This is an optimization exercise on Yosys and OpenROAD, whose aim is small area, not a production implementation. The RTL was checked by simulation tests, not by an equivalence proof against the original design. The clock port is modelled as an ideal driver; clocking choices that lean on that would not hold on a real chip. Power is estimated from default activity; no workload was simulated.

// ahb_convolver
module ahb_convolver (
  input  logic       tb_clk,
  input  logic       reset,
  input  logic       hsel,
  input  logic [4-1:0]  haddr,
  input  logic [1:0] htrans,
  input  logic       hwrite,
  input  logic [16-1:0]  hwdata,
  output logic [16-1:0]  hrdata,
  output logic       hresp
);
Size in the first run: roughly 1100 cells after synthesis, ~340 flip-flops, roughly 43 I/O pins, roughly 16000 µm² of cells after synthesis.
Settings: LEC_CHECK=0, CAP_MARGIN=20, CORE_MARGIN=2, CORE_UTILIZATION=65, SLEW_MARGIN=20, SYNTH_HIERARCHICAL=1; clock period 6.0 ns.
standard.sh (not shown) runs the stock make flow with config.mk's settings and CLKGATE_MAP_FILE= SYNTH_SCRIPT=/design/flow/synth_recipe.tcl, a recipe that flattens the netlist after the stock synthesis.
==> flow/flow/run.sh <==
#!/bin/bash
set -euo pipefail
export BUFFER_PORTS_ARGS="-buffer_cell sky130_fd_sc_hd__buf_1"
export CTS_ARGS="-sink_clustering_enable -repair_clock_nets -dont_use_dummy_load -buf_list sky130_fd_sc_hd__clkbuf_4 -sink_clustering_size 10 -sink_clustering_max_diameter 60"
export RECOVER_POWER=100
export POST_CTS_TCL="$(pwd)/flow/post_cts.tcl"
export POST_GLOBAL_ROUTE_TCL="$(pwd)/flow/post_grt.tcl"
bash standard.sh > standard.log 2>&1
==> flow/flow/post_cts.tcl <==
# Runs at the end of ORFS's CTS step (POST_CTS_TCL), before global routing.
# Synthesis maps for speed and leaves cells stronger than the design needs;
# this swaps every logic cell of drive strength 2 or more for its drive-1
# version (same function), then lets the resizer fix max slew, capacitance
# and setup again, and legalizes. Flip-flops, the clock tree and the port
# buffers are left alone.
set db [ord::get_db]
set block [ord::get_db_block]
set swapped 0
foreach inst [$block getInsts] {
  set iname [$inst getName]
  if { [string match "clkbuf_*" $iname] || [string match "clkload*" $iname]
       || [string match "input*" $iname] || [string match "output*" $iname] } {
    continue
  }
  set mname [[$inst getMaster] getName]
  if { ![regexp {^(sky130_fd_sc_hd__[a-z0-9]+)_([0-9]+)$} $mname -> base drive] } {
    continue
  }
  if { $drive < 2 || [regexp {df|dl|tap|fill|decap|conb|clk} $base] } {
    continue
  }
  set small "${base}_1"
  if { [$db findMaster $small] == "NULL" } {
    continue
  }
  replace_cell $iname $small
  incr swapped
}
puts "Downsized $swapped cells to drive strength 1"

log_cmd estimate_parasitics -placement
repair_design_helper
repair_timing_helper -setup
log_cmd detailed_placement
check_placement -verbose
==> flow/flow/post_grt.tcl <==
# Runs at the end of ORFS's global route step (POST_GLOBAL_ROUTE_TCL), after
# power recovery has downsized cells off the critical paths. Downsizing does
# not look at max slew or capacitance, so repair those again, legalize, and
# rewrite the route guides for the nets that changed.
log_cmd global_route -start_incremental
repair_design_helper
log_cmd detailed_placement
log_cmd global_route -end_incremental
log_cmd estimate_parasitics -global_routing
write_guides $::env(RESULTS_DIR)/route.guide
The starting point finished with timing, DRC and antenna clean.
Edit:
--- a/flow/flow/run.sh
+++ b/flow/flow/run.sh
@@ -3,0 +4 @@
+export GPL_KEEP_OVERFLOW=0
@@ -5,3 +5,0 @@
-export RECOVER_POWER=100
-export POST_CTS_TCL="$(pwd)/flow/post_cts.tcl"
-export POST_GLOBAL_ROUTE_TCL="$(pwd)/flow/post_grt.tcl"
removed: flow/flow/post_cts.tcl
removed: flow/flow/post_grt.tcl
The changed run completed without violations.
Non-clock buffer count fell by 8.
Worst hold slack got worse by 0.043 ns.
Global-route usage is higher by 0.33 points.
Core utilization rises by 1.0 points.
Edit:
--- a/flow/flow/run.sh
+++ b/flow/flow/run.sh
@@ -4 +4 @@
-export GPL_KEEP_OVERFLOW=0
+export RECOVER_POWER=100
Outcome: This time the run produced a layout that fails on capacitance limit, slew limit; worst setup slack gets better by 0.029 ns; clock skew decreases by 0.026 ns; total power decreases by about 0.35%.

========
Another version of the RTL of ahb_convolver (not shown whole).
Size in the first run: roughly 1100 cells after synthesis, roughly 360 flip-flops.
// ahb_convolver
module ahb_convolver (
  input  logic       tb_clk,
  input  logic       reset,
  input  logic       hsel,
  input  logic [4-1:0]  haddr,
  input  logic [1:0] htrans,
  input  logic       hwrite,
  input  logic [16-1:0]  hwdata,
  output logic [16-1:0]  hrdata,
  output logic       hresp
);
make LEC_CHECK=0 CAP_MARGIN=20 CORE_MARGIN=2 CORE_UTILIZATION=65 CTS_BUF_LIST=sky130_fd_sc_hd__clkbuf_16 CTS_CLUSTER_DIAMETER=100 CTS_CLUSTER_SIZE=26 SLEW_MARGIN=20 SYNTH_HIERARCHICAL=1 finish   # period 6.0 ns
run.sh (not shown) runs the stock make flow with config.mk's settings and CLKGATE_MAP_FILE= SYNTH_SCRIPT=/design/flow/synth_recipe.tcl, a recipe that flattens the netlist after the stock synthesis.
Stock flow here: none of the scripts above is used.
The first run finished with timing, DRC and antenna clean.
Rerun with:
==> flow/flow/run.sh (new file) <==
#!/bin/bash
set -euo pipefail
export BUFFER_PORTS_ARGS="-buffer_cell sky130_fd_sc_hd__buf_1"
export CTS_ARGS="-sink_clustering_enable -repair_clock_nets -dont_use_dummy_load -buf_list sky130_fd_sc_hd__clkbuf_4 -sink_clustering_size 10 -sink_clustering_max_diameter 60"
bash standard.sh > standard.log 2>&1
==> flow/standard.sh (new file) <==
#!/bin/bash
# synth_recipe.tcl (not shown) runs the flow's synth.tcl, then flattens the netlist and writes it again
# the make line also repeats each setting of config.mk as NAME=value (left out here)
make -C /OpenROAD-flow-scripts/flow DESIGN_CONFIG=/design/flow/config.mk WORK_HOME=/design/flow/orfs CLKGATE_MAP_FILE= SYNTH_SCRIPT=/design/flow/synth_recipe.tcl "${@:-finish}"
--- a/flow/config.mk
+++ b/flow/config.mk
@@ -9,6 +9,3 @@
 export CORE_MARGIN = 2
-export CORE_UTILIZATION = 65
-export CTS_BUF_LIST = sky130_fd_sc_hd__clkbuf_16
-export CTS_CLUSTER_DIAMETER = 100
-export CTS_CLUSTER_SIZE = 26
+export CORE_UTILIZATION = 72
 export SLEW_MARGIN = 20
removed: flow/run.sh
Effect:
- The new run finished with timing, DRC and antenna clean
- area after synthesis is unchanged
- synthesized cell count stays the same
- routed wire length fell by 2.0%
- clock skew rose by 0.055 ns
- final cell count fell by 2.2%
- first-iteration DRC count fell by 9.2%
- maximum frequency fell by 1.1%
- sequential power is about the same
- setup slack got worse by 0.051 ns
- final area fell by 2.5%
Rerun with:
--- a/flow/config.mk
+++ b/flow/config.mk
@@ -9,3 +9,3 @@
 export CORE_MARGIN = 2
-export CORE_UTILIZATION = 72
+export CORE_UTILIZATION = 65
 export SLEW_MARGIN = 20
Effect: Clock skew stays flat; final area came out higher slightly; register-to-register slack improved by 0.03 ns; total power stays flat; clock-buffer cell count came out higher by 1; die area came out higher by roughly a tenth; global-route usage came out lower by 2.7 points.
Rerun with:
==> flow/flow/run.sh (replaced) <==
#!/bin/bash
set -euo pipefail
export BUFFER_PORTS_ARGS="-buffer_cell sky130_fd_sc_hd__buf_1"
export CTS_ARGS="-sink_clustering_enable -repair_clock_nets -dont_use_dummy_load -buf_list sky130_fd_sc_hd__clkbuf_8 -sink_clustering_size 16 -sink_clustering_max_diameter 100"
bash standard.sh > standard.log 2>&1
What happened:
- cell area is about the same
- final cell count shrinks by 1.3%
- area after synthesis stays the same
- maximum frequency increases by 1.7%
- synthesized cell count stays the same
- sequential power barely changes
- clock skew barely changes
- die area does not change
- sequential cell count does not change
- core utilization came out higher by 0.12 points
Rerun with:
--- a/flow/config.mk
+++ b/flow/config.mk
@@ -10,2 +10,3 @@
 export CORE_UTILIZATION = 65
+export GPL_TIMING_DRIVEN = 0
 export SLEW_MARGIN = 20
The changed run completed with no timing, DRC or antenna violations; maximum frequency shrinks by 6.0%; setup slack degrades by 0.29 ns; power grows by 5.3%; cell count grows by 2.7%; final area grows by 1.2%; clock power barely changes; wire length grows by 3.3%; via count grows by 2.6%; flip-flop and latch count stays the same; global-route usage grows by 1.1 points; register-to-register slack degrades by 0.29 ns.
Rerun with:
==> flow/flow/run.sh (replaced) <==
#!/bin/bash
set -euo pipefail
export BUFFER_PORTS_ARGS="-buffer_cell sky130_fd_sc_hd__buf_1"
export CTS_ARGS="-sink_clustering_enable -repair_clock_nets -dont_use_dummy_load -buf_list sky130_fd_sc_hd__clkbuf_8 -sink_clustering_size 18 -sink_clustering_max_diameter 100"
bash standard.sh > standard.log 2>&1
--- a/flow/config.mk
+++ b/flow/config.mk
@@ -10,3 +10,2 @@
 export CORE_UTILIZATION = 65
-export GPL_TIMING_DRIVEN = 0
 export SLEW_MARGIN = 20
Result: Non-clock buffer count shrinks by 38. Sequential cell count does not change. Area after synthesis is unchanged. Setup slack gets better by 0.23 ns. Global-route usage shrinks by 1.1 points. Cell count shrinks by a few percent. Worst hold slack gets better by 0.0090 ns.

[re-timing with driven ports]
No port has a modelled driver above. Below, the same layouts with a new extraction and two added sets of constraints.
Step 1 assumes that a clkbuf_16 drives the clock port and a buf_2 every other input.
Step 2 times the ports against the registers' clock, not the clock port: input delays grow and output delays shrink by t, the midpoint of the rising clock arrivals with the driver on.
Three values: no drivers, after step 1, after step 2; two values: the first two.
| run | t (ns) | slack for setup (ns) | latest minus earliest clock arrival (ns) | pins driven straight from the clock port |
|---|---|---|---|---|
| the first run of note 1 | 0.670 | 0.523 / 0.523 / 0.367 | 0.065 / 0.066 | 1 |
| the second run of note 1 | 0.685 | 0.503 / 0.503 / 0.503 | 0.099 / 0.099 | 1 |
| the third run of note 1 | 0.673 | 0.531 / 0.531 / 0.284 | 0.072 / 0.072 | 1 |
| the first run of note 2 | 0.570 | 1.402 / 1.402 / 1.402 | 0.023 / 0.023 | 1 |
| the second run of note 2 | 0.683 | 1.351 / 1.351 / 1.351 | 0.077 / 0.076 | 1 |
| the third run of note 2 | 0.668 | 1.385 / 1.385 / 1.385 | 0.090 / 0.090 | 1 |
| the fourth run of note 2 | 0.610 | 1.460 / 1.460 / 1.460 | 0.074 / 0.074 | 1 |
| the fifth run of note 2 | 0.617 | 1.172 / 1.172 / 1.172 | 0.066 / 0.067 | 1 |
| the sixth run of note 2 | 0.607 | 1.398 / 1.398 / 1.398 | 0.078 / 0.078 | 1 |
For the third run of note 1, which loses most, drivers alone change the setup slack by 0.000 ns; drivers and shift together by -0.247 ns.
